What follows belongs to an exercise in optimizing a design on an open flow for small area and few clock cycles; a production flow would make more cautious choices. RTL that was checked went through simulation tests only; none was proved equivalent to the original. Only the layout flow was run in runs 1, 2 and 4; the RTL was not checked for function there. No activity file was given, so power comes from the tool's default toggle rates.

**flow/run.sh**
```bash
#!/bin/bash
# synth_recipe.tcl (not shown) runs the flow's synth.tcl, then flattens the netlist and writes it again
# the make line also repeats each setting of config.mk as NAME=value (left out here)
make -C /OpenROAD-flow-scripts/flow DESIGN_CONFIG=/design/flow/config.mk WORK_HOME=/design/flow/orfs CLKGATE_MAP_FILE= SYNTH_SCRIPT=/design/flow/synth_recipe.tcl finish
```
**flow/config.mk**
```make
export PLATFORM = sky130hd
export DESIGN_NAME = led_pattern_sequencer
export DESIGN_NICKNAME = led_pattern_sequencer
export VERILOG_FILES = /design/flow/design.v
export SDC_FILE = /design/flow/constraint.sdc
export NUM_CORES = 4
export LEC_CHECK = 0
export CAP_MARGIN = 20
export CORE_MARGIN = 2
export CORE_UTILIZATION = 40
export CTS_BUF_LIST = sky130_fd_sc_hd__clkbuf_4 sky130_fd_sc_hd__clkbuf_8
export GPL_TIMING_DRIVEN = 0
export SLEW_MARGIN = 20
```
**flow/constraint.sdc**
```tcl
create_clock -name core_clock -period 10.0 [get_ports {i_clk}]
set_input_delay 2.0000 -clock core_clock [delete_from_list [all_inputs] [get_ports {i_clk}]]
set_output_delay 2.0000 -clock core_clock [all_outputs]
set_load 0.01 [all_outputs]
```
**flow/design.v**
```verilog
package lps_pkg;
    localparam logic [2:0] SP_100 = 3'd0;
    localparam logic [2:0] SP_1   = 3'd1;
    localparam logic [2:0] SP_2   = 3'd2;
    localparam logic [2:0] SP_3   = 3'd3;
    localparam logic [2:0] SP_20  = 3'd4;
    localparam logic [2:0] SP_0   = 3'd5;
    function automatic logic [6:0] speed_value(input logic [2:0] code);
        logic [6:0] s;
        case (code)
            SP_100:  s = 7'd100;
            SP_1:    s = 7'd1;
            SP_2:    s = 7'd2;
            SP_3:    s = 7'd3;
            SP_20:   s = 7'd20;
            default: s = 7'd0;
        endcase
        speed_value = s;
    endfunction
    function automatic logic [31:0] xorshift(input logic [31:0] x);
        logic [31:0] y;
        y = x ^ (x << 13);
        y = y ^ (y >> 17);
        y = y ^ (y << 5);
        xorshift = y;
    endfunction
    function automatic logic [23:0] palette(input logic [3:0] idx);
        logic [23:0] c;
        case (idx)
            4'd0:    c = {8'd255, 8'd0,   8'd0};
            4'd1:    c = {8'd255, 8'd127, 8'd0};
            4'd2:    c = {8'd255, 8'd130, 8'd0};
            4'd3:    c = {8'd0,   8'd255, 8'd0};
            4'd4:    c = {8'd0,   8'd0,   8'd255};
            4'd5:    c = {8'd75,  8'd0,   8'd130};
            4'd6:    c = {8'd148, 8'd0,   8'd211};
            4'd7:    c = {8'd255, 8'd255, 8'd255};
            4'd8:    c = {8'd255, 8'd20,  8'd147};
            default: c = 24'd0;
        endcase
        palette = c;
    endfunction
    function automatic logic [3:0] next_pattern(input logic [3:0] p, input logic [3:0] um);
        logic [3:0] n;
        case (p)
            4'd8:    n = um[0] ? 4'd9 : um[1] ? 4'd10 : um[2] ? 4'd11 : um[3] ? 4'd12 : 4'd0;
            4'd9:    n = um[1] ? 4'd10 : um[2] ? 4'd11 : um[3] ? 4'd12 : 4'd0;
            4'd10:   n = um[2] ? 4'd11 : um[3] ? 4'd12 : 4'd0;
            4'd11:   n = um[3] ? 4'd12 : 4'd0;
            4'd0:    n = 4'd1;
            4'd1:    n = 4'd2;
            4'd2:    n = 4'd3;
            4'd3:    n = 4'd4;
            4'd4:    n = 4'd5;
            4'd5:    n = 4'd6;
            4'd6:    n = 4'd7;
            4'd7:    n = 4'd8;
            default: n = 4'd0;
        endcase
        next_pattern = n;
    endfunction
    function automatic logic [24:0] radd(input logic [23:0] a, input logic [23:0] b, input logic cin);
        logic [24:0] s;
        logic        c;
        c = cin;
        for (int i = 0; i < 24; i++) begin
            s[i] = a[i] ^ b[i] ^ c;
            c    = (a[i] & b[i]) | (a[i] & c) | (b[i] & c);
        end
        s[24] = c;
        radd = s;
    endfunction
    function automatic logic [31:0] bk_sub(input logic [31:0] a, input logic [31:0] b);
        logic [31:0] g, p, gg, pp, d;
        g  = a & ~b;
        p  = a ^ ~b;
        gg = g;
        pp = p;
        gg[0] = g[0] | p[0];
        for (int l = 1; l < 32; l = l * 2) begin
            for (int i = 2 * l - 1; i < 32; i += 2 * l) begin
                gg[i] = gg[i] | (pp[i] & gg[i - l]);
                pp[i] = pp[i] & pp[i - l];
            end
        end
        for (int l = 8; l >= 1; l = l / 2) begin
            for (int i = 3 * l - 1; i < 32; i += 2 * l) begin
                gg[i] = gg[i] | (pp[i] & gg[i - l]);
                pp[i] = pp[i] & pp[i - l];
            end
        end
        d[0] = ~p[0];
        for (int i = 1; i < 32; i++) d[i] = p[i] ^ gg[i - 1];
        bk_sub = d;
    endfunction
    function automatic logic [2:0] step5(input logic [2:0] r, input logic [3:0] n);
        logic [24:0] s, t;
        logic [4:0]  k;
        s = radd({21'd0, r}, {20'd0, n}, 1'b0);
        if (s[4:0] >= 5'd15)      k = 5'd17;    
        else if (s[4:0] >= 5'd10) k = 5'd22;    
        else if (s[4:0] >= 5'd5)  k = 5'd27;    
        else                      k = 5'd0;
        t = radd({19'd0, s[4:0]}, {19'd0, k}, 1'b0);
        step5 = t[2:0];
    endfunction
    function automatic logic [3:0] step13(input logic [3:0] r, input logic [3:0] n);
        logic [24:0] s1, s, t;
        logic [5:0]  k;
        s1 = radd({20'd0, r}, {19'd0, r, 1'b0}, 1'b0);
        s  = radd({18'd0, s1[5:0]}, {20'd0, n}, 1'b0);
        if (s[5:0] >= 6'd39)      k = 6'd25;    
        else if (s[5:0] >= 6'd26) k = 6'd38;    
        else if (s[5:0] >= 6'd13) k = 6'd51;    
        else                      k = 6'd0;
        t = radd({18'd0, s[5:0]}, {18'd0, k}, 1'b0);
        step13 = t[3:0];
    endfunction
    function automatic logic [3:0] addmod9(input logic [3:0] a, input logic [3:0] b);
        logic [24:0] s, t;
        s = radd({20'd0, a}, {20'd0, b}, 1'b0);
        t = radd({20'd0, s[3:0]}, 24'd7, 1'b0);    
        addmod9 = (s[4:0] >= 5'd9) ? t[3:0] : s[3:0];
    endfunction
    function automatic logic [3:0] mod9(input logic [7:0] c);
        logic [24:0] s1, s2, t;
        logic [4:0]  k;
        s1 = radd({21'd0, c[2:0]}, {22'd0, c[7:6]}, 1'b0);         
        s2 = radd({20'd0, s1[3:0]}, {21'd0, ~c[5:3]}, 1'b1);       
        if (s2[4:0] >= 5'd17)     k = 5'd15;    
        else if (s2[4:0] >= 5'd8) k = 5'd24;    
        else                      k = 5'd1;     
        t = radd({19'd0, s2[4:0]}, {19'd0, k}, 1'b0);
        mod9 = t[3:0];
    endfunction
endpackage
module lps_ctrl
(
    input  logic       i_clk,
    input  logic       i_rst_n,
    input  logic       i_start,
    input  logic [7:0] i_g,
    input  logic [6:0] i_lvl,
    output logic [7:0] o_q,
    output logic       o_valid
);
    logic [7:0]  r_q;
    logic [6:0]  r_r;
    logic [2:0]  r_n;
    logic [24:0] w_t, w_t2, w_q;
    logic [2:0]  w_k;
    logic [6:0]  w_neg;
    assign o_q     = r_q;
    assign o_valid = (r_n == 3'd7);
    always_comb begin
        w_t = lps_pkg::radd({15'd0, r_r, 1'b0}, {16'd0, i_lvl[3'd6 - r_n] ? i_g : 8'd0}, 1'b0);
        if (w_t[8:0] >= 9'd400)      begin w_k = 3'd4; w_neg = 7'd112; end   
        else if (w_t[8:0] >= 9'd300) begin w_k = 3'd3; w_neg = 7'd84;  end   
        else if (w_t[8:0] >= 9'd200) begin w_k = 3'd2; w_neg = 7'd56;  end   
        else if (w_t[8:0] >= 9'd100) begin w_k = 3'd1; w_neg = 7'd28;  end   
        else                         begin w_k = 3'd0; w_neg = 7'd0;   end
        w_t2 = lps_pkg::radd({17'd0, w_t[6:0]}, {17'd0, w_neg}, 1'b0);
        w_q  = lps_pkg::radd({16'd0, r_q[6:0], 1'b0}, {21'd0, w_k}, 1'b0);
    end
    always_ff @(posedge i_clk) begin
        if (!i_rst_n || i_start) begin
            r_q <= '0;
            r_r <= '0;
            r_n <= '0;
        end else if (r_n != 3'd7) begin
            r_q <= w_q[7:0];
            r_r <= w_t2[6:0];
            r_n <= r_n + 3'd1;
        end
    end
endmodule
module lps_rnd
(
    input  logic        i_clk,
    input  logic        i_rst_n,
    input  logic        i_start,
    input  logic [31:0] i_x1,
    input  logic [31:0] i_x2,
    output logic [3:0]  o_m13,
    output logic [3:0]  o_m10a,
    output logic [3:0]  o_m10b,
    output logic        o_valid
);
    logic [3:0] r_r13;
    logic [2:0] r_r5a, r_r5b;
    logic [3:0] r_n;
    logic [3:0] w_n1, w_n2;
    assign w_n1 = i_x1[4 * (3'd7 - r_n[2:0]) +: 4];
    assign w_n2 = i_x2[4 * (3'd7 - r_n[2:0]) +: 4];
    assign o_valid = r_n[3];
    assign o_m13   = r_r13;
    assign o_m10a  = (r_r5a[0] == i_x1[0]) ? {1'b0, r_r5a} : {1'b0, r_r5a} + 4'd5;
    assign o_m10b  = (r_r5b[0] == i_x2[0]) ? {1'b0, r_r5b} : {1'b0, r_r5b} + 4'd5;
    always_ff @(posedge i_clk) begin
        if (!i_rst_n || i_start) begin
            r_r13 <= '0;
            r_r5a <= '0;
            r_r5b <= '0;
            r_n   <= '0;
        end else if (!r_n[3]) begin
            r_r13 <= lps_pkg::step13(r_r13, w_n1);
            r_r5a <= lps_pkg::step5(r_r5a, w_n1);
            r_r5b <= lps_pkg::step5(r_r5b, w_n2);
            r_n   <= r_n + 4'd1;
        end
    end
endmodule
module lps_dp
(
    input  logic [3:0]  i_pat,
    input  logic [7:0]  i_arg,      
    input  logic [3:0]  i_arg2,     
    input  logic [3:0]  i_pix,
    input  logic [23:0] i_base,
    input  logic [23:0] i_rnd,      
    output logic [23:0] o_rgb
);
    logic [7:0]  w_w, w_k;
    logic [24:0] w_sum;
    logic        w_b1, w_b2;
    logic [23:0] w_wheel;
    logic        w_on;
    logic [3:0]  w_pal;
    always_comb begin
        w_w   = (i_arg == 8'd255) ? 8'd0 : i_arg;
        w_b1  = (w_w >= 8'd85);
        w_b2  = (w_w >= 8'd170);
        w_sum = lps_pkg::radd({16'd0, w_w}, {16'd0, w_w[6:0], w_b1}, w_b2);
        w_k   = w_sum[7:0];
        if (!w_b1)      w_wheel = {w_k, ~w_k, 8'd0};
        else if (!w_b2) w_wheel = {~w_k, 8'd0, w_k};
        else            w_wheel = {8'd0, w_k, ~w_k};
    end
    assign w_pal = i_pat[0] ? lps_pkg::addmod9(i_pix, i_arg[3:0]) : i_arg[3:0];
    always_comb begin
        case (i_pat)
            4'd1, 4'd2: w_on = (i_arg == {4'd0, i_pix});
            4'd3:       w_on = (i_arg == 8'd0);
            4'd4, 4'd8: w_on = 1'b1;
            4'd5:       w_on = (i_arg[3:0] == i_pix) || (i_arg2 == i_pix);
            4'd6:       w_on = (i_arg[7:2] == 6'd0) && (i_arg[3:0] == i_pix || i_arg[3:0] == 4'd8 - i_pix);
            4'd7:       w_on = ((i_arg != 8'd0) == !i_pix[0]);
            default:    w_on = 1'b0;
        endcase
        case (i_pat)
            4'd9, 4'd12: o_rgb = lps_pkg::palette(w_pal);
            4'd10:   o_rgb = i_rnd;
            4'd11:   o_rgb = w_wheel;
            default: o_rgb = w_on ? i_base : 24'd0;
        endcase
    end
endmodule
module led_pattern_sequencer
(
    input  logic        i_clk,
    input  logic        i_rst_n,
    input  logic        i_cfg_we,
    input  logic [2:0]  i_cfg_idx,
    input  logic [31:0] i_cfg_data,
    input  logic        i_in_valid,
    output logic        o_in_stall,
    input  logic [1:0]  i_kind,
    input  logic [31:0] i_now_ms,
    input  logic [3:0]  i_pattern_id,
    output logic        o_out_valid,
    input  logic        i_out_stall,
    output logic [3:0]  o_pixel_index,
    output logic [7:0]  o_red,
    output logic [7:0]  o_green,
    output logic [7:0]  o_blue,
    output logic [7:0]  o_brightness,
    output logic [3:0]  o_pattern_shown,
    output logic        o_last
);
    logic [7:0]  r_base_r, r_base_g, r_base_b, r_gbri;
    logic [15:0] r_frame_int;
    logic [31:0] r_rot_int;
    logic [3:0]  r_unlock;
    logic [31:0] r_rng;
    logic [3:0]  r_pattern;
    logic [7:0]  r_c;
    logic [2:0]  r_speed;
    logic [31:0] r_last_frame, r_last_rot;
    logic        r_ca, r_hold, r_rel;
    logic [3:0]  r_rel_cnt;
    logic [7:0]  r_strip;
    logic [22:0] r_period;
    logic [2:0]  r_pcnt;
    logic        r_pbusy;
    logic        r_ov;
    logic [3:0]  r_pix;
    logic [3:0]  r_opat;
    logic [7:0]  r_oarg;
    logic [3:0]  r_oarg2;
    logic [31:0] w_x1, w_x2, w_x3;
    logic [3:0]  w_m13, w_m10a, w_m10b;
    logic        w_mvalid, w_rng_chg;
    logic [31:0] w_diff;
    logic        w_need_rc, w_sel, w_cmp;
    logic        r_phase, r_rotf;
    logic        w_due, w_rot_time, w_rot;
    logic        w_take, w_out_free, w_p10_busy, w_ok, w_acc;
    logic        w_tick, w_frame, w_cfg;
    logic [7:0]  w_bq;
    logic        w_bvalid, w_bstart;
    logic [6:0]  w_lvl, w_sv;
    logic [24:0] w_pnext;
    logic        w_pstart;
    logic [2:0]  w_pcode;
    logic        r_bflag;
    logic [7:0]  n_c, n_arg;
    logic        n_ca;
    logic [2:0]  n_speed;
    logic [23:0] w_rgb;
    assign w_x1 = lps_pkg::xorshift(r_rng);
    assign w_x2 = lps_pkg::xorshift(w_x1);
    assign w_x3 = lps_pkg::xorshift(w_x2);
    assign w_need_rc  = w_tick && (n_ca || r_ca);
    assign w_sel      = !r_phase && w_need_rc;
    assign w_diff     = lps_pkg::bk_sub(i_now_ms, w_sel ? r_last_rot : r_last_frame);
    assign w_cmp      = (w_diff >= (w_sel ? r_rot_int : {9'd0, r_period}));
    assign w_due      = w_cmp;
    assign w_rot_time = r_phase && r_rotf;
    assign w_take     = r_ov && !i_out_stall;
    assign w_out_free = !r_ov || (w_take && r_pix == 4'd8);
    assign w_p10_busy = r_ov && (r_opat == 4'd10);
    assign w_tick = (i_kind == 2'd0);
    always_comb begin
        w_ok = 1'b1;
        if (i_kind == 2'd2) w_ok = w_mvalid && !w_p10_busy;
        else if (w_tick) begin
            if (w_sel || r_pbusy) w_ok = 1'b0;
            else if (w_due) begin
                w_ok = w_out_free;
                if (r_pattern == 4'd8 && !w_bvalid) w_ok = 1'b0;
                if ((r_pattern == 4'd5 || r_pattern == 4'd12) && (w_p10_busy || !w_mvalid)) w_ok = 1'b0;
            end
        end
    end
    assign w_acc      = i_in_valid && w_ok;
    assign o_in_stall = i_in_valid && !w_ok;
    assign w_frame    = w_acc && w_tick && w_due;
    assign w_cfg      = i_cfg_we;
    always_comb begin
        n_c     = r_c;
        n_ca    = r_ca;
        n_speed = lps_pkg::SP_100;
        n_arg   = r_c;
        case (r_pattern)
            4'd1: begin
                n_speed = lps_pkg::SP_1;
                n_ca    = (r_c >= 8'd9);
                n_c     = (r_c >= 8'd9) ? 8'd0 : r_c + 8'd1;
            end
            4'd2: begin
                n_speed = lps_pkg::SP_1;
                n_ca    = (r_c == 8'd0);
                n_c     = (r_c == 8'd0) ? 8'd10 : r_c - 8'd1;
            end
            4'd3: begin
                n_speed = lps_pkg::SP_3;
                n_c     = (r_c != 8'd0) ? 8'd0 : 8'd1;
            end
            4'd4: n_speed = lps_pkg::SP_20;
            4'd5: begin
                n_speed = lps_pkg::SP_1;
                n_arg   = {4'd0, w_m10a};
            end
            4'd6: begin
                n_speed = lps_pkg::SP_2;
                if (r_c >= 8'd4) begin
                    n_c  = 8'd0;
                    n_ca = 1'b1;
                end else begin
                    n_c = r_c + 8'd1;
                end
            end
            4'd7: begin
                n_speed = lps_pkg::SP_2;
                n_c     = (r_c != 8'd0) ? 8'd0 : 8'd1;
            end
            4'd8: begin
                n_speed = lps_pkg::SP_0;
                n_ca    = (r_c >= 8'd199);
                n_c     = (r_c >= 8'd199) ? 8'd0 : r_c + 8'd1;
            end
            4'd9: begin
                n_speed = lps_pkg::SP_2;
                n_c     = (r_c >= 8'd9) ? 8'd0 : r_c + 8'd1;
                n_arg   = {4'd0, lps_pkg::mod9(r_c)};
            end
            4'd10: n_speed = lps_pkg::SP_1;
            4'd11: begin
                n_speed = lps_pkg::SP_1;
                n_ca    = (r_c == 8'd255);
                n_c     = r_c + 8'd1;
            end
            4'd12: begin
                n_speed = lps_pkg::SP_2;
                n_c     = {4'd0, w_m10a};
                n_arg   = {4'd0, w_m10a};
            end
            default: ;
        endcase
    end
    assign w_rot = w_acc && w_tick && w_rot_time && (w_due ? n_ca : r_ca);
    assign w_lvl    = (r_c > 8'd200) ? 7'd0 : (r_c > 8'd100) ? 7'(8'd200 - r_c) : r_c[6:0];
    assign w_bstart = w_frame || w_rot || (w_cfg && i_cfg_idx == 3'd3);
    lps_ctrl u_bri (
        .i_clk   (i_clk),
        .i_rst_n (i_rst_n),
        .i_start (w_bstart),
        .i_g     (r_gbri),
        .i_lvl   (w_lvl),
        .o_q     (w_bq),
        .o_valid (w_bvalid)
    );
    assign w_rng_chg = (w_cfg && i_cfg_idx == 3'd7)
                    || (w_take && r_opat == 4'd10)
                    || (w_acc && i_kind == 2'd2)
                    || (w_frame && (r_pattern == 4'd5 || r_pattern == 4'd12));
    lps_rnd u_rnd (
        .i_clk   (i_clk),
        .i_rst_n (i_rst_n),
        .i_start (w_rng_chg),
        .i_x1    (w_x1),
        .i_x2    (w_x2),
        .o_m13   (w_m13),
        .o_m10a  (w_m10a),
        .o_m10b  (w_m10b),
        .o_valid (w_mvalid)
    );
    always_ff @(posedge i_clk) begin
        if (!i_rst_n || !i_in_valid || w_acc) begin
            r_phase <= 1'b0;
        end else if (w_sel) begin
            r_phase <= 1'b1;
            r_rotf  <= w_cmp;
        end
    end
    assign w_sv     = lps_pkg::speed_value(r_speed);
    assign w_pnext  = lps_pkg::radd({r_period[21:0], 1'b0}, {8'd0, w_sv[3'd6 - r_pcnt] ? r_frame_int : 16'd0}, 1'b0);
    assign w_pstart = (w_frame && n_speed != r_speed) || (w_cfg && i_cfg_idx == 3'd4);
    assign w_pcode  = w_frame ? n_speed : r_speed;
    always_ff @(posedge i_clk) begin
        if (!i_rst_n) begin
            r_period <= 23'd100;
            r_pcnt   <= '0;
            r_pbusy  <= 1'b0;
        end else if (w_pstart) begin
            r_period <= '0;
            case (w_pcode)
                lps_pkg::SP_100: r_pcnt <= 3'd0;
                lps_pkg::SP_20:  r_pcnt <= 3'd2;
                lps_pkg::SP_1:   r_pcnt <= 3'd6;
                default:         r_pcnt <= 3'd5;
            endcase
            r_pbusy  <= (w_pcode != lps_pkg::SP_0);
        end else if (r_pbusy) begin
            r_period <= w_pnext[22:0];
            r_pcnt   <= r_pcnt + 3'd1;
            if (r_pcnt == 3'd6) r_pbusy <= 1'b0;
        end
    end
    always_ff @(posedge i_clk) begin
        if (!i_rst_n) begin
            r_base_r     <= 8'd255;
            r_base_g     <= 8'd255;
            r_base_b     <= 8'd255;
            r_gbri       <= 8'd30;
            r_frame_int  <= 16'd100;
            r_rot_int    <= 32'd10000;
            r_unlock     <= '0;
            r_rng        <= 32'd1;
            r_pattern    <= 4'd1;
            r_c          <= '0;
            r_speed      <= lps_pkg::SP_1;
            r_last_frame <= '0;
            r_last_rot   <= '0;
            r_ca         <= 1'b1;
            r_hold       <= 1'b0;
            r_rel        <= 1'b0;
            r_rel_cnt    <= '0;
            r_strip      <= 8'd30;
            r_bflag      <= 1'b0;
            r_ov         <= 1'b0;
        end else begin
            if (w_cfg) begin
                case (i_cfg_idx)
                    3'd0: r_base_r    <= i_cfg_data[7:0];
                    3'd1: r_base_g    <= i_cfg_data[7:0];
                    3'd2: r_base_b    <= i_cfg_data[7:0];
                    3'd3: r_gbri      <= i_cfg_data[7:0];
                    3'd4: r_frame_int <= i_cfg_data[15:0];
                    3'd5: r_rot_int   <= i_cfg_data;
                    3'd6: r_unlock    <= i_cfg_data[3:0];
                    default: r_rng    <= i_cfg_data;
                endcase
            end
            if (w_take) begin
                if (r_pix == 4'd8) r_ov <= 1'b0;
                if (r_opat == 4'd10) r_rng <= w_x3;
            end
            if (!r_ov && r_bflag) begin
                r_strip <= r_gbri;
                r_bflag <= 1'b0;
            end
            if (w_acc && !w_tick) begin
                r_rel  <= 1'b1;
                r_hold <= (i_kind == 2'd1);
                if (i_kind == 2'd1)
                    r_pattern <= (i_pattern_id > 4'd12) ? 4'd12 : i_pattern_id;
                else if (i_kind == 2'd2) begin
                    r_pattern <= w_m13;
                    r_rng     <= w_x1;
                end
            end
            if (w_frame) begin
                r_last_frame <= i_now_ms;
                r_c          <= n_c;
                r_ca         <= n_ca;
                r_speed      <= n_speed;
                r_strip <= (r_pattern == 4'd8) ? w_bq : r_bflag ? r_gbri : r_strip;
                r_bflag <= 1'b0;
                if (r_pattern == 4'd5)  r_rng   <= w_x2;
                if (r_pattern == 4'd12) r_rng   <= w_x1;
                r_ov <= 1'b1;
            end
            if (w_rot) begin
                r_last_rot <= i_now_ms;
                r_bflag    <= 1'b1;
                if (!r_hold) begin
                    r_pattern <= lps_pkg::next_pattern(r_pattern, r_unlock);
                    r_c       <= '0;
                end else if (r_rel) begin
                    if (r_rel_cnt >= 4'd10) begin
                        r_rel     <= 1'b0;
                        r_hold    <= 1'b0;
                        r_rel_cnt <= '0;
                    end else begin
                        r_rel_cnt <= r_rel_cnt + 4'd1;
                    end
                end
            end
        end
    end
    always_ff @(posedge i_clk) begin
        if (w_frame) begin
            r_pix   <= '0;
            r_opat  <= r_pattern;
            r_oarg  <= n_arg;
            r_oarg2 <= w_m10b;
        end else if (w_take) begin
            r_pix <= r_pix + 4'd1;
        end
    end
    lps_dp u_pix (
        .i_pat  (r_opat),
        .i_arg  (r_oarg),
        .i_arg2 (r_oarg2),
        .i_pix  (r_pix),
        .i_base ({r_base_r, r_base_g, r_base_b}),
        .i_rnd  ({w_x1[7:0], w_x2[7:0], w_x3[7:0]}),
        .o_rgb  (w_rgb)
    );
    assign o_out_valid     = r_ov;
    assign o_pixel_index   = r_pix;
    assign o_last          = (r_pix == 4'd8);
    assign o_red           = w_rgb[23:16];
    assign o_green         = w_rgb[15:8];
    assign o_blue          = w_rgb[7:0];
    assign o_brightness    = r_strip;
    assign o_pattern_shown = r_opat;
endmodule
```
==> results of run 1 <==
[worst paths after layout]
check / startpoint / end / slack [ns] / depth (start not counted)
setup / recovery: i_kind[1] / o_in_stall / 0.14 / 24
hold reg to reg: r_last_rot[8] / r_last_rot[8] / 0.46 / 2
setup reg to reg: r_pcnt[0] / r_period[22] / 0.65 / 36
hold / removal: r_last_rot[8] / r_last_rot[8] / 0.46 / 2
[power by group through the flow]
| stage | Combinational, mW | Sequential [mW] | Clock [mW] |
|---|---|---|---|
| 4_1_cts | 2.04 | 1.31 | 1.42 |
| 3_3_place_gp | 1.98 | 1.34 | 0 |
| 6_report | 2.06 | 1.32 | 1.40 |
| 5_1_grt | 2.26 | 1.32 | 1.47 |
| 3_5_place_dp | 2.02 | 1.34 | 0 |
| 2_1_floorplan | 1.45 | 1.32 | 0 |
[synthesized netlist by cell type (8+ instances only)]
library cell    n  share of area, %
clkbuf_1      116               1.9
nor2b_1        17              0.47
o211ai_1       36               1.2
edfxtp_1       17               2.2
a22oi_1        13              0.43
a32oi_1         8              0.31
inv_1         111               1.8
nand4_1        14              0.38
nor3_1         32              0.70
buf_2          31              0.68
a21o_1         28              0.92
a32o_1         10              0.44
a211oi_1       16              0.53
and2_1         27              0.74
a31oi_1        12              0.33
nor2_1        200               3.3
xor2_1         77               3.0
o21a_1         14              0.46
a211o_1         9              0.35
o22ai_1        23              0.63
or2_2          13              0.36
a21oi_1       239               5.3
o21ai_0        87               1.9
xnor2_2        12              0.86
nand2_1       467               7.7
xnor2_1       170               6.5
mux2_2         10              0.49
a221oi_1       17              0.65
fa_1           62               5.5
nand2b_1       17              0.47
buf_1          14              0.23
dfxtp_1       276                24
mux4_2         10              0.99
nand3_1        73               1.6
o221ai_1       15              0.58
mux2i_1       142               6.2
ha_1          155               8.5
and3_1         10              0.27
[sequential cells by signal, indices dropped and copies added, names as in the netlist, 7 cells and up]
register      flops
u_bri.r_r         7
r_oarg            8
r_strip           8
r_last_rot       32
r_gbri            8
r_base_r          8
r_rot_int        32
u_bri.r_q         8
r_last_frame     32
r_base_b          8
r_frame_int      16
r_period         23
r_rng            32
r_base_g          8
r_c               8
[worst max-delay path, cell delays in order]
cell and delay [ns]:
clkbuf_4 0.17, or3_4 0.41, a31o_4 0.28, clkbuf_16 0.19, mux2i_1 0.15, fa_2 0.39
a21o_1 0.20, a21o_1 0.23, a21oi_4 0.18, o31ai_4 0.12, a21o_1 0.19, a21o_1 0.21
a21o_1 0.18, a21o_1 0.18, fa_1 0.46, ha_1 0.32, a211o_1 0.29, a211o_1 0.28
a211oi_4 0.32, o311a_1 0.26, nand2_2 0.10, a2111oi_4 0.31, nor2_2 0.11, dlygate4sd2_1 0.29
[cells in the final DEF (no fill, tap or decap), drive strengths merged, types with 17 or more instances in the layout]
| master | netlist | layout |
|---|---|---|
| clkdlybuf4s50 | 0 | 111 |
| clkinv | 0 | 18 |
| nor2 | 200 | 200 |
| a21o | 28 | 28 |
| nor2b | 17 | 17 |
| inv | 112 | 113 |
| o22ai | 23 | 23 |
| nand2b | 17 | 17 |
| o211ai | 36 | 36 |
| mux2i | 142 | 142 |
| ha | 155 | 155 |
| xor2 | 85 | 85 |
| dfxtp | 276 | 276 |
| nand3 | 73 | 73 |
| a21oi | 242 | 242 |
| nor3 | 32 | 32 |
| nand2 | 467 | 467 |
| and2 | 27 | 27 |
| edfxtp | 17 | 17 |
| a221oi | 17 | 17 |
| buf | 48 | 52 |
| o21ai | 93 | 93 |
| fa | 62 | 62 |
| xnor2 | 186 | 186 |
| clkbuf | 116 | 192 |
[layout make-up]
| type | count | area share (%) |
|---|---|---|
| repair buffers | 117 | 4.39 |
| well taps | 756 | 3.60 |
| inverters | 112 | 1.61 |
| flip-flops and latches | 293 | 23.0 |
| diodes | 1 | 0.00951 |
| plain buffers | 161 | 2.61 |
| clock buffers | 78 | 3.82 |
| multi-input cells | 2171 | 59.9 |
| clock inverters | 26 | 1.14 |
[per-stage QoR]
stage                     utilization [%]  area [sq um]  total power, mW  setup slack (ns)  std cells
after floorplan                         -         22800             2.77             0.595       2740
after global placement               44.1         24800             3.31             -1.30       3608
after detailed placement             44.1         24800             3.36             -1.32       3608
after CTS                            46.6         26300             4.78            0.0415       3711
after global routing                 46.7         26300             5.05           -0.0812       3715
final                                46.7         26300             4.78             0.142       3715
[what timing repair did]
action                                  4_1_cts  5_1_grt
setup buffers                                 0        4
resized for setup                            29        7
endpoints found under the setup margin        1        2
pin swaps                                     6        2
[logic make-up after synthesis]
group           count (synthesis)  synth area share [%]
simple gates                  899                  17.0
compound gates                610                  17.2
flops                         293                  26.5
xor+xnor                      283                  12.7
buf+inv                       276                  4.80
fa+ha+maj                     217                  14.0
mux                           162                  7.73
[metal layers]
metal	vias up	global-route usage, %	part of all wire, %
li1	9834	-	-
met1	10200	34.9	41
met2	775	48.4	48
met3	203	4.95	6.4
met4	6	11.2	4.2
met5	-	0	0.045
==> run summary, run 1 <==
mapped cell area 22800 sq um; Initial Util 40.4%; die height 243 um; Peak supply drop 94.4 uV; Synth-to-Final Area Change 15.6%; die area 58800 sq um; NetSw 1.89 mW; Clock Tree Root clkbuf_8; grt total ovfl 0; Sw Ratio 39.5%; CORE AREA 56300 sq um; Logic pwr share 43.2%; GRT Total Usage 28.2%; buffers added on ports 112; via count 21000; Avg Cell Area, Syn 8.31 sq um; Setup-failing EPs final 0; number of buffers created by CTS 55; hold_buf cts 0; initial antenna violation count 4; starting DRC count in detailed routing 1780; total wire length 84.3 mm; Power Density 182 nW/um^2; CP required 8.00 ns; Hold Fails Final Rpt 0; synth warn 4; TritonCTS clock tree yes; measured slew at the worst slew-check pin 1.12 ns; Final Skew 0.0630 ns; Sequential Power Share 27.5%; CTS clock-pin slew for the worst setup and hold paths 0.06 ns; EDFF count, synth 17; register area 6040 sq um; Setup crit end kind primary output; hold slack 0.455 ns; Die Width 243 um; wire per inst 22.7 um; startpoint types input pin; Sink Count 293; multi-input logic area 15700 sq um; dpl hpwl 65.4 mm; CP arrival 7.86 ns; FILL cells 5536; FP Rows 87; drt drc 0; Cell variety after synth 93; pin count of the biggest net entering global routing 26; global placement routability congestion 0.977; FF+latch count, synth 293; Pre-antenna DRT Iters 6; vias in the first global route 21000; internal power 2.89 mW; outcome no timing/DRC/antenna violations; Max-cap violations 0; io pins 121; maximum clock path buffer count 3; RSZ-0062 raised after global routing yes; synthesized net count 3035; Slew Limit Fails 0; clock share of power 29.2%; nets 3206; Slew Limit Headroom 24.9%; first-pass GRT wire length 128 mm; fraction of registers with async set/reset 0%; clock latency on the worst-skew pair 0.69 ns; Period minus WS final 9.86 ns; FMAX 101 MHz; ratio of cells with drive above 1 in the final layout 8.01%; Top FF cell, synth dfxtp_1; LEAKAGE 10.7 nW; final worst path period share 98.6%; DRT antenna net count 0; worst-path maximum fanout 10; critical path type in -> out; Hold Crit Class reg -> reg; vias per cell 5.65; Mapped Cells 2740; share of the yosys chip area belonging to registers 26.5%; H-tree Lvls 2; setup TNS 0 ns
==> inputs of run 2 (changes only) <==
--- a/flow/config.mk
+++ b/flow/config.mk
@@ -9,5 +9,4 @@
 export CORE_MARGIN = 2
 export CORE_UTILIZATION = 40
 export CTS_BUF_LIST = sky130_fd_sc_hd__clkbuf_4 sky130_fd_sc_hd__clkbuf_8
-export GPL_TIMING_DRIVEN = 0
 export SLEW_MARGIN = 20
==> run 2 against run 1 <==
Against the previous run:
- largest power group unchanged
- still clean on timing, DRC and antenna
- largest cell class unchanged
- combinational power shrank 2%
- clock skew grew 0.0028 ns
- sequential share of layout area is essentially flat
==> run summary, run 2 <==
H-tree Lvls 2; Peak supply drop 141 uV; LEAKAGE 10.8 nW; Clock Tree Root clkbuf_8; Sw Ratio 39.3%; io pins 121; via count 20400; measured slew at the worst slew-check pin 1.05 ns; multi-input logic area 15800 sq um; clock latency on the worst-skew pair 0.71 ns; Top FF cell, synth dfxtp_1; ratio of cells with drive above 1 in the final layout 9.98%; vias in the first global route 20100; initial antenna violation count 3; Cell Area, Placed 25000 sq um; synthesized net count 3035; FILL cells 5526; die area 58800 sq um; Period minus WS final 9.82 ns; final worst path period share 98.2%; CP required 8.00 ns; setup TNS 0 ns; Synth-to-Final Area Change 15.6%; most common cell after layout, fill and taps aside nand2_1; NetSw 1.83 mW; buffers added on ports 120; wire per inst 21.2 um; CP arrival 7.82 ns; number of buffers created by CTS 56; startpoint types input pin; vias per cell 5.61; hold_buf cts 0; fraction of registers with async set/reset 0%; Slew Limit Fails 0; maximum clock path buffer count 3; synth warn 4; mapped cell area 22800 sq um; Initial Util 40.4%; pin count of the biggest net entering global routing 76; drt drc 0; internal power 2.82 mW; Hold Crit Class reg -> reg; count leader, synth nand2_1; Die Width 243 um; FF+latch count, synth 293; Mapped Cells 2740; EDFF count, synth 17; FP Rows 87; Setup-failing EPs final 0; FMAX 102 MHz; Max-cap violations 0; grt total ovfl 0; critical path type in -> out; TritonCTS clock tree yes; Final Skew 0.0658 ns; clock share of power 28.0%; Slew Limit Headroom 29.3%; Power Density 177 nW/um^2; dpl hpwl 57.6 mm; synth cell count leaders 467 x nand2_1, 276 x dfxtp_1, 239 x a21oi_1; Logic pwr share 43.5%; Hold Fails Final Rpt 0; starting DRC count in detailed routing 1757; Setup crit end kind primary output; total wire length 77.3 mm; DRT antenna net count 0; outcome no timing/DRC/antenna violations; CORE AREA 56300 sq um; nets 3141; die height 243 um; final non-filler cell area 26300 sq um; Cell variety after synth 93; global placement routability congestion 0.952; Sequential Power Share 28.5%; area leader, netlist dfxtp_1; share of the yosys chip area belonging to registers 26.5%; worst-path maximum fanout 8; Pre-antenna DRT Iters 5; commonest cells after routing, fill and taps aside 466 x nand2_1, 276 x dfxtp_1, 236 x a21oi_1; Avg Cell Area, Syn 8.31 sq um; final core occ 46.7%; GRT Total Usage 25.7%; Synth top area share 24.3%; register area 6040 sq um; top cells by area, synth dfxtp_1 24%, ha_1 8.5%, nand2_1 7.7%; Sink Count 293; CTS clock-pin slew for the worst setup and hold paths 0.05 ns; first-pass GRT wire length 119 mm
==> run 2: cell count changes in the layout (fill, tap and decap cells not counted), moves of 4 or more <==
cell / change
clkdlybuf4s50_1: +7
clkinv_1: -4
bufinv_16: -4
clkbuf_1: -111
buf_4: +84
buf_1: -12
buf_2: -32
==> run 2: path summary, 6_finish.rpt <==
check                        start                to  slack (ns)  cells past startpoint
hold / removal    r_last_frame[16]  r_last_frame[16]        0.45                      2
hold reg to reg   r_last_frame[16]  r_last_frame[16]        0.45                      2
setup / recovery         i_kind[0]        o_in_stall        0.18                     24
setup reg to reg         r_pcnt[0]      r_period[22]        1.12                     35
==> run 2: kinds of logic after synthesis <==
family | Yosys count | synth area share, %
xor gates and xnor gates | 283 | 12.7
AOI/OAI and AO/OA | 610 | 17.2
DFF | 293 | 26.5
buffers and inverters | 276 | 4.80
and+or+nand+nor | 899 | 17.0
adders and majority gates | 217 | 14.0
muxes | 162 | 7.73
==> run 2: metal layers <==
| metal | vias up | GRT usage (%) | share of wire, % |
|---|---|---|---|
| met2 | 625 | 43.3 | 48 |
| met4 | 4 | 9.60 | 3.6 |
| li1 | 9717 | - | - |
| met1 | 9931 | 32.8 | 43 |
| met3 | 162 | 4.53 | 5.9 |
| met5 | - | 0 | 0.030 |
==> run 2: through the flow <==
step | std cells | power [mW] | hold WS [ns] | worst slack (ns)
finish | 3645 | 4.65 | 0.453 | 0.185
detailed placement | 3542 | 3.33 | 0.445 | -0.506
global placement | 3542 | 3.28 | 0.439 | -0.513
global route | 3642 | 4.94 | 0.467 | -0.0203
CTS | 3640 | 4.66 | 0.454 | 0.0424
floorplan | 2740 | 2.77 | 0.406 | 0.595
==> run 2: critical path, cell delays in order <==
cell and delay, ns:
clkdlybuf4s50_1 0.42, or3_4 0.44, a31o_4 0.28, buf_12 0.16, mux2i_2 0.14, ha_1 0.31, a2111o_1 0.40, a21oi_2 0.20
o31ai_4 0.12, a21o_1 0.19, a21o_1 0.19, a21o_1 0.19, a21o_1 0.19, fa_1 0.44, ha_1 0.30, a211o_1 0.28
a211o_1 0.28, a211oi_2 0.14, buf_4 0.15, o311a_4 0.21, nand2_2 0.08, a2111oi_4 0.45, nor2_4 0.09, clkbuf_2 0.14
==> run 2: area by class of cell <==
type / instances / share of cell area (%)
Antenna cell: 3 / 0.0285
Clock buffer: 83 / 4.03
Clock inverter: 15 / 0.576
Inverter: 112 / 1.62
Multi-Input combinational cell: 2171 / 59.9
Sequential cell: 293 / 22.9
Tap cell: 756 / 3.60
Timing Repair Buffer: 212 / 7.25
==> run 2: what timing repair did <==
| item | CTS | global route |
|---|---|---|
| setup buffers | 0 | 2 |
| pin swaps | 1 | 9 |
| endpoints found under the setup margin | 1 | 1 |
| resized for setup | 11 | 12 |
==> run 2: power by group through the flow <==
stage,logic (mW),registers (mW),clock network [mW]
floorplan,1.45,1.32,0
global placement,1.94,1.35,0
detailed placement,1.98,1.35,0
CTS,2.00,1.32,1.33
global route,2.22,1.33,1.39
finish,2.02,1.33,1.30
==> inputs of run 3 (changes only) <==
--- a/flow/design.v
+++ b/flow/design.v
@@ -297,6 +297,7 @@
     logic [3:0]  r_opat;
     logic [7:0]  r_oarg;
     logic [3:0]  r_oarg2;
+    logic [7:0]  r_obri;
     logic [31:0] w_x1, w_x2, w_x3;
     logic [3:0]  w_m13, w_m10a, w_m10b;
     logic        w_mvalid, w_rng_chg;
@@ -311,8 +312,6 @@
     logic [6:0]  w_lvl, w_sv;
     logic [24:0] w_pnext;
     logic        w_pstart;
-    logic [2:0]  w_pcode;
-    logic        r_bflag;
     logic [7:0]  n_c, n_arg;
     logic        n_ca;
     logic [2:0]  n_speed;
@@ -446,7 +445,6 @@
     assign w_sv     = lps_pkg::speed_value(r_speed);
     assign w_pnext  = lps_pkg::radd({r_period[21:0], 1'b0}, {8'd0, w_sv[3'd6 - r_pcnt] ? r_frame_int : 16'd0}, 1'b0);
     assign w_pstart = (w_frame && n_speed != r_speed) || (w_cfg && i_cfg_idx == 3'd4);
-    assign w_pcode  = w_frame ? n_speed : r_speed;
     always_ff @(posedge i_clk) begin
         if (!i_rst_n) begin
             r_period <= 23'd100;
@@ -454,13 +452,8 @@
             r_pbusy  <= 1'b0;
         end else if (w_pstart) begin
             r_period <= '0;
-            case (w_pcode)
-                lps_pkg::SP_100: r_pcnt <= 3'd0;
-                lps_pkg::SP_20:  r_pcnt <= 3'd2;
-                lps_pkg::SP_1:   r_pcnt <= 3'd6;
-                default:         r_pcnt <= 3'd5;
-            endcase
-            r_pbusy  <= (w_pcode != lps_pkg::SP_0);
+            r_pcnt   <= '0;
+            r_pbusy  <= 1'b1;
         end else if (r_pbusy) begin
             r_period <= w_pnext[22:0];
             r_pcnt   <= r_pcnt + 3'd1;
@@ -487,7 +480,6 @@
             r_rel        <= 1'b0;
             r_rel_cnt    <= '0;
             r_strip      <= 8'd30;
-            r_bflag      <= 1'b0;
             r_ov         <= 1'b0;
         end else begin
             if (w_cfg) begin
@@ -506,10 +498,6 @@
                 if (r_pix == 4'd8) r_ov <= 1'b0;
                 if (r_opat == 4'd10) r_rng <= w_x3;
             end
-            if (!r_ov && r_bflag) begin
-                r_strip <= r_gbri;
-                r_bflag <= 1'b0;
-            end
             if (w_acc && !w_tick) begin
                 r_rel  <= 1'b1;
                 r_hold <= (i_kind == 2'd1);
@@ -525,15 +513,14 @@
                 r_c          <= n_c;
                 r_ca         <= n_ca;
                 r_speed      <= n_speed;
-                r_strip <= (r_pattern == 4'd8) ? w_bq : r_bflag ? r_gbri : r_strip;
-                r_bflag <= 1'b0;
+                if (r_pattern == 4'd8)  r_strip <= w_bq;
                 if (r_pattern == 4'd5)  r_rng   <= w_x2;
                 if (r_pattern == 4'd12) r_rng   <= w_x1;
                 r_ov <= 1'b1;
             end
             if (w_rot) begin
                 r_last_rot <= i_now_ms;
-                r_bflag    <= 1'b1;
+                r_strip    <= r_gbri;
                 if (!r_hold) begin
                     r_pattern <= lps_pkg::next_pattern(r_pattern, r_unlock);
                     r_c       <= '0;
@@ -555,6 +542,7 @@
             r_opat  <= r_pattern;
             r_oarg  <= n_arg;
             r_oarg2 <= w_m10b;
+            r_obri  <= (r_pattern == 4'd8) ? w_bq : r_strip;
         end else if (w_take) begin
             r_pix <= r_pix + 4'd1;
         end
@@ -574,6 +562,6 @@
     assign o_red           = w_rgb[23:16];
     assign o_green         = w_rgb[15:8];
     assign o_blue          = w_rgb[7:0];
-    assign o_brightness    = r_strip;
+    assign o_brightness    = r_obri;
     assign o_pattern_shown = r_opat;
 endmodule
--- a/flow/config.mk
+++ b/flow/config.mk
@@ -8,5 +8,4 @@
 export CAP_MARGIN = 20
 export CORE_MARGIN = 2
 export CORE_UTILIZATION = 40
-export CTS_BUF_LIST = sky130_fd_sc_hd__clkbuf_4 sky130_fd_sc_hd__clkbuf_8
 export SLEW_MARGIN = 20
==> run 3 against run 2 <==
Against the previous run:
- critical path type unchanged
- critical endpoint unchanged
- combinational power grew 49%
- clock skew shrank 0.049 ns
- clock power grew 15%
- global-route usage shrank 1.0 points
- setup slack lost 0.020 ns
- still clean on timing, DRC and antenna
- non-clock buffer count grew 50
- die area is essentially flat
- maximum frequency shrank 0.21%
- sequential share of layout area grew 0.34 points
- highest routed layer is now met4
- sequential cell count grew 7
- sequential power grew 4%
==> run summary, run 3 <==
outcome no timing/DRC/antenna violations; Setup crit end kind primary output; fraction of registers with async set/reset 0%; wire per inst 20.5 um; Avg Cell Area, Syn 8.44 sq um; Sink Count 300; commonest cells after routing, fill and taps aside 381 x nand2_1, 273 x dfxtp_1, 227 x nor2_1; hold_buf cts 0; GRT Total Usage 24.7%; FF+latch count, synth 300; Sequential Power Share 23.6%; Hold Fails Final Rpt 0; final worst path period share 98.4%; global placement routability congestion 0.934; starting DRC count in detailed routing 1610; H-tree Lvls 2; TritonCTS clock tree yes; Peak supply drop 146 uV; Period minus WS final 9.84 ns; RSZ-0062 raised after global routing yes; total wire length 74.2 mm; Top FF cell, synth dfxtp_1; Hold Crit Class reg -> reg; worst r2r src r_pcnt[0]; critical path type in -> out; clock latency on the worst-skew pair 0.58 ns; maximum clock path buffer count 3; initial antenna violation count 4; ratio of cells with drive above 1 in the final layout 10.8%; reg2reg setup slack 1.36 ns; Endpoint, Worst Hold r_frame_int[3]; dpl hpwl 55.0 mm; synth warn 4; multi-input logic area 15600 sq um; Max-cap violations 0; nets 3132; synthesized net count 2994; io pins 121; worst-path maximum fanout 2; non-filler cells, final 3627; top cells by area, synth dfxtp_1 24%, ha_1 8.6%, mux2i_1 8.0%; dpl cells 3538; Sw Ratio 42.1%; vias in the first global route 20000; hold depth 2; Mapped Cells 2698; pin count of the biggest net entering global routing 79; Synth top area share 24.2%; FMAX 102 MHz; area leader, netlist dfxtp_1; Logic pwr share 51.1%; vias per cell 5.64; die area 58900 sq um; most common cell after layout, fill and taps aside nand2_1; CP Buf/Inv Count 5; CORE AREA 56400 sq um; Slew Limit Fails 0; register area 6260 sq um; CP required 8.00 ns; Min-Delay Startpoint r_frame_int[3]; count leader, synth nand2_1; slowest stage cell on the critical path a2111o_1; clock share of power 25.3%; buffers added on ports 120; Pre-antenna DRT Iters 6; Initial Util 40.4%; CTS clock-pin slew for the worst setup and hold paths 0.06 ns; NetSw 2.47 mW; FP Rows 87; mapped cell area 22800 sq um; CP top delay family compound AO/OA/AOI/OAI gates; startpoint types input pin; FF-to-FF path depth 36; synth cell count leaders 382 x nand2_1, 275 x dfxtp_1, 231 x nor2_1; share of the yosys chip area belonging to registers 27.5%; LEAKAGE 11.0 nW; grt total ovfl 0; number of buffers created by CTS 39; die height 243 um; most frequent CP cell a21o_1; Die Width 243 um; FILL cells 5462; Worst path max stage delay 0.45 ns; final non-filler cell area 26900 sq um; DRT antenna net count 0; r2r endpoint r_period[22]; drt drc 0; CP arrival 7.84 ns; Synth-to-Final Area Change 18.0%; Power Density 218 nW/um^2; measured slew at the worst slew-check pin 1.19 ns; Power Total 5.87 mW; internal power 3.39 mW; Final Skew 0.0166 ns; Slew Limit Headroom 20.6%; EDFF count, synth 25; via count 20500; Setup-failing EPs final 0; first-pass GRT wire length 115 mm; Clock Tree Root clkbuf_16; Cell Area, Placed 25300 sq um; final core occ 47.7%; Cell variety after synth 88
## run 3: layer usage
layer | up-vias | track usage, % | wire length (um)
met5 | - | 0 | 0
met4 | 0 | 9.13 | 2230
met3 | 120 | 3.60 | 5680
met2 | 777 | 39.8 | 34000
met1 | 9938 | 33.5 | 32300
li1 | 9627 | - | -
## run 3: worst max-delay path by stage
stage | cells past startpoint | startpoint | slack (ns) | to
after floorplan | 24 | i_kind[1] | 0.17 | o_in_stall
after global placement | 27 | i_kind[1] | -0.92 | o_in_stall
after detailed placement | 27 | i_kind[1] | -1.09 | o_in_stall
after CTS | 27 | i_kind[0] | 0.02 | o_in_stall
after global routing | 36 | r_c[0] | -0.16 | o_in_stall
final | 28 | i_kind[0] | 0.16 | o_in_stall
## run 3: worst register-to-register path: cells and delay by family (launching register included)
family	cells	cell delay, ns
multiplexers	1	0.14
flip-flops	1	0.47
buffers and inverters	5	0.45
adder cells (fa/ha/maj)	22	6.32
AO/OA/AOI/OAI	3	0.49
XOR/XNOR	2	0.37
AND/OR/NAND/NOR	3	0.32
## run 3: timing repair
item / 4_1_cts / 5_1_grt
cloned: 1 / 0
resized for setup: 24 / 17
setup buffers: 3 / 9
pin swaps: 17 / 16
endpoints found under the setup margin: 1 / 1
## run 3: kinds of logic after synthesis
family	count (synthesis)	share of synthesized area [%]
AO/OA/AOI/OAI	588	16.1
flip-flops	300	27.5
AND/OR/NAND/NOR	827	15.8
adder cells (fa/ha/maj)	218	14.0
multiplexers	210	9.87
buffers and inverters	271	4.86
XOR/XNOR	284	11.9
## run 3: area by class of cell
| type | count | area share [%] |
|---|---|---|
| multi-input cells | 2127 | 58.0 |
| repair buffers | 262 | 8.68 |
| clock buffers | 49 | 3.96 |
| inverters | 106 | 1.49 |
| well taps | 756 | 3.52 |
| diodes | 4 | 0.0372 |
| flip-flops and latches | 300 | 23.3 |
| clock inverters | 23 | 1.02 |
## run 3: stage by stage
stage	setup TNS, ns	hold WS, ns	setup slack, ns
6_report	0	0.453	0.164
3_5_place_dp	-1.09	0.446	-1.09
3_3_place_gp	-0.920	0.439	-0.920
4_1_cts	0	0.455	0.0173
2_1_floorplan	0	0.406	0.168
5_1_grt	-0.160	0.473	-0.160
## run 3: power by group through the flow
stage	Clock [mW]	Sequential (mW)	Combinational [mW]
after floorplan	0	1.36	2.12
after global placement	0	1.40	2.87
after detailed placement	0	1.41	2.91
after CTS	1.51	1.38	2.95
after global routing	1.55	1.39	3.25
final	1.49	1.38	3.00
Testbench counts of run 3, summed over its fixed seeds: cycles 34,973.
==> inputs of run 4 (changes only) <==
--- a/flow/design.v
+++ b/flow/design.v
@@ -214,7 +214,6 @@
 (
     input  logic [3:0]  i_pat,
     input  logic [7:0]  i_arg,      
-    input  logic [3:0]  i_arg2,     
     input  logic [3:0]  i_pix,
     input  logic [23:0] i_base,
     input  logic [23:0] i_rnd,      
@@ -225,7 +224,7 @@
     logic        w_b1, w_b2;
     logic [23:0] w_wheel;
     logic        w_on;
-    logic [3:0]  w_pal;
+    logic [3:0]  w_pal, w_mirror;
     always_comb begin
         w_w   = (i_arg == 8'd255) ? 8'd0 : i_arg;
         w_b1  = (w_w >= 8'd85);
@@ -236,14 +235,27 @@
         else if (!w_b2) w_wheel = {~w_k, 8'd0, w_k};
         else            w_wheel = {8'd0, w_k, ~w_k};
     end
+    always_comb begin
+        case (i_pix)
+            4'd0:    w_mirror = 4'd8;
+            4'd1:    w_mirror = 4'd7;
+            4'd2:    w_mirror = 4'd6;
+            4'd3:    w_mirror = 4'd5;
+            4'd4:    w_mirror = 4'd4;
+            4'd5:    w_mirror = 4'd3;
+            4'd6:    w_mirror = 4'd2;
+            4'd7:    w_mirror = 4'd1;
+            default: w_mirror = 4'd0;
+        endcase
+    end
     assign w_pal = i_pat[0] ? lps_pkg::addmod9(i_pix, i_arg[3:0]) : i_arg[3:0];
     always_comb begin
         case (i_pat)
             4'd1, 4'd2: w_on = (i_arg == {4'd0, i_pix});
             4'd3:       w_on = (i_arg == 8'd0);
             4'd4, 4'd8: w_on = 1'b1;
-            4'd5:       w_on = (i_arg[3:0] == i_pix) || (i_arg2 == i_pix);
-            4'd6:       w_on = (i_arg[7:2] == 6'd0) && (i_arg[3:0] == i_pix || i_arg[3:0] == 4'd8 - i_pix);
+            4'd5:       w_on = (i_arg[3:0] == i_pix) || (i_arg[7:4] == i_pix);
+            4'd6:       w_on = (i_arg[7:2] == 6'd0) && (i_arg[3:0] == i_pix || i_arg[3:0] == w_mirror);
             4'd7:       w_on = ((i_arg != 8'd0) == !i_pix[0]);
             default:    w_on = 1'b0;
         endcase
@@ -296,8 +308,6 @@
     logic [3:0]  r_pix;
     logic [3:0]  r_opat;
     logic [7:0]  r_oarg;
-    logic [3:0]  r_oarg2;
-    logic [7:0]  r_obri;
     logic [31:0] w_x1, w_x2, w_x3;
     logic [3:0]  w_m13, w_m10a, w_m10b;
     logic        w_mvalid, w_rng_chg;
@@ -312,6 +322,8 @@
     logic [6:0]  w_lvl, w_sv;
     logic [24:0] w_pnext;
     logic        w_pstart;
+    logic [2:0]  w_pcode;
+    logic        r_bflag;
     logic [7:0]  n_c, n_arg;
     logic        n_ca;
     logic [2:0]  n_speed;
@@ -368,7 +380,7 @@
             4'd4: n_speed = lps_pkg::SP_20;
             4'd5: begin
                 n_speed = lps_pkg::SP_1;
-                n_arg   = {4'd0, w_m10a};
+                n_arg   = {w_m10b, w_m10a};
             end
             4'd6: begin
                 n_speed = lps_pkg::SP_2;
@@ -445,6 +457,7 @@
     assign w_sv     = lps_pkg::speed_value(r_speed);
     assign w_pnext  = lps_pkg::radd({r_period[21:0], 1'b0}, {8'd0, w_sv[3'd6 - r_pcnt] ? r_frame_int : 16'd0}, 1'b0);
     assign w_pstart = (w_frame && n_speed != r_speed) || (w_cfg && i_cfg_idx == 3'd4);
+    assign w_pcode  = w_frame ? n_speed : r_speed;
     always_ff @(posedge i_clk) begin
         if (!i_rst_n) begin
             r_period <= 23'd100;
@@ -452,8 +465,13 @@
             r_pbusy  <= 1'b0;
         end else if (w_pstart) begin
             r_period <= '0;
-            r_pcnt   <= '0;
-            r_pbusy  <= 1'b1;
+            case (w_pcode)
+                lps_pkg::SP_100: r_pcnt <= 3'd0;
+                lps_pkg::SP_20:  r_pcnt <= 3'd2;
+                lps_pkg::SP_1:   r_pcnt <= 3'd6;
+                default:         r_pcnt <= 3'd5;
+            endcase
+            r_pbusy  <= (w_pcode != lps_pkg::SP_0);
         end else if (r_pbusy) begin
             r_period <= w_pnext[22:0];
             r_pcnt   <= r_pcnt + 3'd1;
@@ -480,6 +498,7 @@
             r_rel        <= 1'b0;
             r_rel_cnt    <= '0;
             r_strip      <= 8'd30;
+            r_bflag      <= 1'b0;
             r_ov         <= 1'b0;
         end else begin
             if (w_cfg) begin
@@ -498,6 +517,10 @@
                 if (r_pix == 4'd8) r_ov <= 1'b0;
                 if (r_opat == 4'd10) r_rng <= w_x3;
             end
+            if (!r_ov && r_bflag) begin
+                r_strip <= r_gbri;
+                r_bflag <= 1'b0;
+            end
             if (w_acc && !w_tick) begin
                 r_rel  <= 1'b1;
                 r_hold <= (i_kind == 2'd1);
@@ -513,14 +536,15 @@
                 r_c          <= n_c;
                 r_ca         <= n_ca;
                 r_speed      <= n_speed;
-                if (r_pattern == 4'd8)  r_strip <= w_bq;
+                r_strip <= (r_pattern == 4'd8) ? w_bq : r_bflag ? r_gbri : r_strip;
+                r_bflag <= 1'b0;
                 if (r_pattern == 4'd5)  r_rng   <= w_x2;
                 if (r_pattern == 4'd12) r_rng   <= w_x1;
                 r_ov <= 1'b1;
             end
             if (w_rot) begin
                 r_last_rot <= i_now_ms;
-                r_strip    <= r_gbri;
+                r_bflag    <= 1'b1;
                 if (!r_hold) begin
                     r_pattern <= lps_pkg::next_pattern(r_pattern, r_unlock);
                     r_c       <= '0;
@@ -541,8 +565,6 @@
             r_pix   <= '0;
             r_opat  <= r_pattern;
             r_oarg  <= n_arg;
-            r_oarg2 <= w_m10b;
-            r_obri  <= (r_pattern == 4'd8) ? w_bq : r_strip;
         end else if (w_take) begin
             r_pix <= r_pix + 4'd1;
         end
@@ -550,7 +572,6 @@
     lps_dp u_pix (
         .i_pat  (r_opat),
         .i_arg  (r_oarg),
-        .i_arg2 (r_oarg2),
         .i_pix  (r_pix),
         .i_base ({r_base_r, r_base_g, r_base_b}),
         .i_rnd  ({w_x1[7:0], w_x2[7:0], w_x3[7:0]}),
@@ -562,6 +583,6 @@
     assign o_red           = w_rgb[23:16];
     assign o_green         = w_rgb[15:8];
     assign o_blue          = w_rgb[7:0];
-    assign o_brightness    = r_obri;
+    assign o_brightness    = r_strip;
     assign o_pattern_shown = r_opat;
 endmodule
--- a/flow/config.mk
+++ b/flow/config.mk
@@ -7,5 +7,9 @@
 export LEC_CHECK = 0
 export CAP_MARGIN = 20
 export CORE_MARGIN = 2
-export CORE_UTILIZATION = 40
+export CORE_UTILIZATION = 55
+export CTS_BUF_LIST = sky130_fd_sc_hd__clkbuf_16
+export CTS_CLUSTER_DIAMETER = 80
+export CTS_CLUSTER_SIZE = 20
+export GPL_TIMING_DRIVEN = 0
 export SLEW_MARGIN = 20
==> run 4 against run 3 <==
Against the previous run:
- still clean
- hold slack improved by 0.0028 ns
- register-to-register slack got worse by 0.67 ns
- maximum frequency rose by 0.88%
- critical path depth did not move
- global-route usage rose by 13 points
- critical path type unchanged
==> run summary, run 4 <==
RSZ-0062 raised after global routing no; register area 6000 sq um; Slew Limit Headroom 20.4%; pin count of the biggest net entering global routing 22; critical path type in -> out; CP required 8.00 ns; vias in the first global route 21300; synth warn 4; wire per inst 24.0 um; H-tree Lvls 1; maximum clock path buffer count 3; Hold Crit Class reg -> reg; most common cell after layout, fill and taps aside nand2_1; initial antenna violation count 3; Final Skew 0.0314 ns; hold_buf cts 0; dpl hpwl 64.2 mm; global placement routability congestion 1.02; via count 22100; number of buffers created by CTS 24; drt drc 0; nets 3235; final core occ 62.5%; hold depth 2; worst-path maximum fanout 7; Power Density 200 nW/um^2; Sw Ratio 44.5%; FMAX 103 MHz; first-pass GRT wire length 127 mm; Max-cap violations 0; Top FF cell, synth dfxtp_1; startpoint types input pin; clock latency on the worst-skew pair 0.60 ns; fraction of registers with async set/reset 0%; Power Total 5.21 mW; share of the yosys chip area belonging to registers 26.0%; commonest cells after routing, fill and taps aside 421 x nand2_1, 278 x dfxtp_1, 258 x a21oi_1; count leader, synth nand2_1; multi-input logic area 16100 sq um; CP arrival 7.75 ns; CTS clock-pin slew for the worst setup and hold paths 0.08 ns; internal power 2.89 mW; TritonCTS clock tree yes; FF+latch count, synth 293; FILL cells 3679; starting DRC count in detailed routing 2039; die area 43600 sq um; synth cell count leaders 421 x nand2_1, 280 x dfxtp_1, 263 x a21oi_1; die height 209 um; setup TNS 0 ns; FP Rows 75; Setup-failing EPs final 0; CORE AREA 41700 sq um; final worst path period share 97.5%; buffers added on ports 115; DRT antenna net count 0; ratio of cells with drive above 1 in the final layout 6.03%; Worst Slack Setup Final 0.250 ns; clock share of power 20.7%; NetSw 2.32 mW; Die Width 209 um; top cells by area, synth dfxtp_1 24%, ha_1 8.6%, nand2_1 6.9%; Synth top area share 24.3%; mapped cell area 23100 sq um; Hold Fails Final Rpt 0; Pre-antenna DRT Iters 6; Peak supply drop 185 uV; io pins 121; Logic pwr share 53.7%; grt total ovfl 0; outcome no timing/DRC/antenna violations; Clock Tree Root clkbuf_16; Slew Limit Fails 0; area leader, netlist dfxtp_1; FF-to-FF path depth 35; Sequential Power Share 25.6%; Initial Util 55.4%; Synth-to-Final Area Change 13.0%; Sink Count 293; Setup crit end kind primary output; measured slew at the worst slew-check pin 1.19 ns; pre-CTS setup slack -3.11 ns; Mapped Cells 2786; GRT Total Usage 37.7%; LEAKAGE 10.3 nW; Avg Cell Area, Syn 8.28 sq um; vias per cell 6.33; Period minus WS final 9.75 ns; EDFF count, synth 13; synthesized net count 3084; total wire length 83.9 mm; Cell variety after synth 90
-- run 4: cell count changes after synthesis, moves of 14 or more --
| cell | change |
|---|---|
| mux2i_1 | -38 |
| a21o_1 | -16 |
| nand3_1 | +39 |
| o21ai_0 | +29 |
| a22oi_1 | -16 |
| o2111ai_1 | +14 |
| nor2_1 | -44 |
| buf_1 | +15 |
| a21oi_1 | +47 |
| xnor2_1 | -19 |
| nand2_1 | +39 |
-- run 4: what timing repair did --
action                     in CTS  in global routing
pin swaps                       5                  8
setup buffers                  10                  3
setup endpoints to repair      82                  1
resized for setup              36                 26
-- run 4: cell families (layout without fill, tap and decap cells) --
group | Yosys count | after routing | synth area share (%)
muxes | 165 | 165 | 7.85
other | 0 | 3 | 0
adders and majority gates | 220 | 220 | 14.0
xor gates and xnor gates | 279 | 279 | 12.9
buffers and inverters | 288 | 455 | 4.87
DFF | 293 | 293 | 26.0
AOI/OAI and AO/OA | 670 | 670 | 17.9
and+or+nand+nor | 871 | 871 | 16.5
-- run 4: power groups by stage --
stage               clock network [mW]  logic, mW  registers (mW)
detailed placement                   0       2.67            1.35
CTS                               1.08       2.71            1.33
finish                            1.08       2.80            1.33
global placement                     0       2.62            1.35
floorplan                            0       1.94            1.33
global route                      1.13       3.00            1.34
-- run 4: through the flow --
stage | instances | area (sq um) | hold WS, ns
4_1_cts | 3490 | 25900 | 0.456
6_report | 3495 | 26100 | 0.455
3_3_place_gp | 3440 | 24900 | 0.416
2_1_floorplan | 2786 | 23100 | 0.406
3_5_place_dp | 3440 | 24900 | 0.436
5_1_grt | 3492 | 26000 | 0.472
-- run 4: cell type report --
cell class,count,area share (%)
antenna,3,0.0288
tap,539,2.59
clock buffer,25,2.40
sequential,293,23.0
inverter,114,1.65
buffer,172,2.75
clock inverter,17,0.927
timing repair buffer,127,4.73
multi-input combinational,2205,61.9
-- run 4: worst max-delay path, stage by stage --
cell and delay (ns):
buf_4 0.18, nor3_4 0.22, o21a_4 0.22, buf_8 0.12, nand2_1 0.05, nand2_1 0.06, ha_1 0.14, inv_1 0.05
fa_2 0.35, a21o_1 0.19, a21o_1 0.20, a21oi_2 0.19, o21a_1 0.16, o22ai_2 0.11, a31oi_1 0.24, o21ai_0 0.18
or2_2 0.31, fa_1 0.50, ha_1 0.34, a21o_1 0.18, a21oi_1 0.29, a211o_1 0.19, a41oi_2 0.05, a211oi_4 0.33
inv_4 0.07, a2111oi_4 0.43, a2111oi_4 0.09, clkdlybuf4s15_1 0.28
-- run 4: routing by layer --
metal,global-route usage [%],vias to the layer above,part of all wire [%]
met5,0,-,0.016
met4,18.8,2,5.5
met3,7.62,261,9.9
met2,62.1,1231,46
met1,47.2,10600,39
li1,-,10000,-
-- run 4: path summary, 6_finish.rpt --
check             startpoint         endpoint  slack, ns
min reg2reg  r_frame_int[11]  r_frame_int[11]       0.46
max                i_kind[1]       o_in_stall       0.25
max reg2reg        r_pcnt[0]     r_period[22]       0.69
min          r_frame_int[11]  r_frame_int[11]       0.46

==> what the ideal ports hide <==
How much do the figures lean on ideal ports? The routed layouts below were timed once more, with nothing changed but the port constraints. Step 1: set_driving_cell puts a clkbuf_16 on i_clk and a buf_2 on each other input, an assumption about the parent block. Step 2, shift: input delay + t, output delay - t, t = (earliest + latest rising clock arrival at the registers) / 2. This alone moves slack from input paths to output paths. Three values: ideal ports, drivers, drivers and shift; two values: the first two.
run	t (ns)	slack for setup (ns)	worst hold slack (ns)	worst setup path at the end	worst slew at a driven data input, ns
run 1	0.714	0.142 / 0.100 / 0.100	0.455 / 0.455 / 0.455	input to output	0.08
run 2	0.730	0.185 / 0.160 / 0.160	0.453 / 0.453 / 0.453	input to output	0.11
run 3	0.635	0.164 / 0.104 / 0.143	0.453 / 0.453 / 0.453	input to output	0.10
run 4	0.648	0.250 / 0.228 / 0.228	0.455 / 0.455 / 0.455	input to output	0.09
After both steps setup and hold are still met in every run listed. For run 1, which loses most, drivers alone change the setup slack by -0.042 ns; drivers and shift together by -0.042 ns.
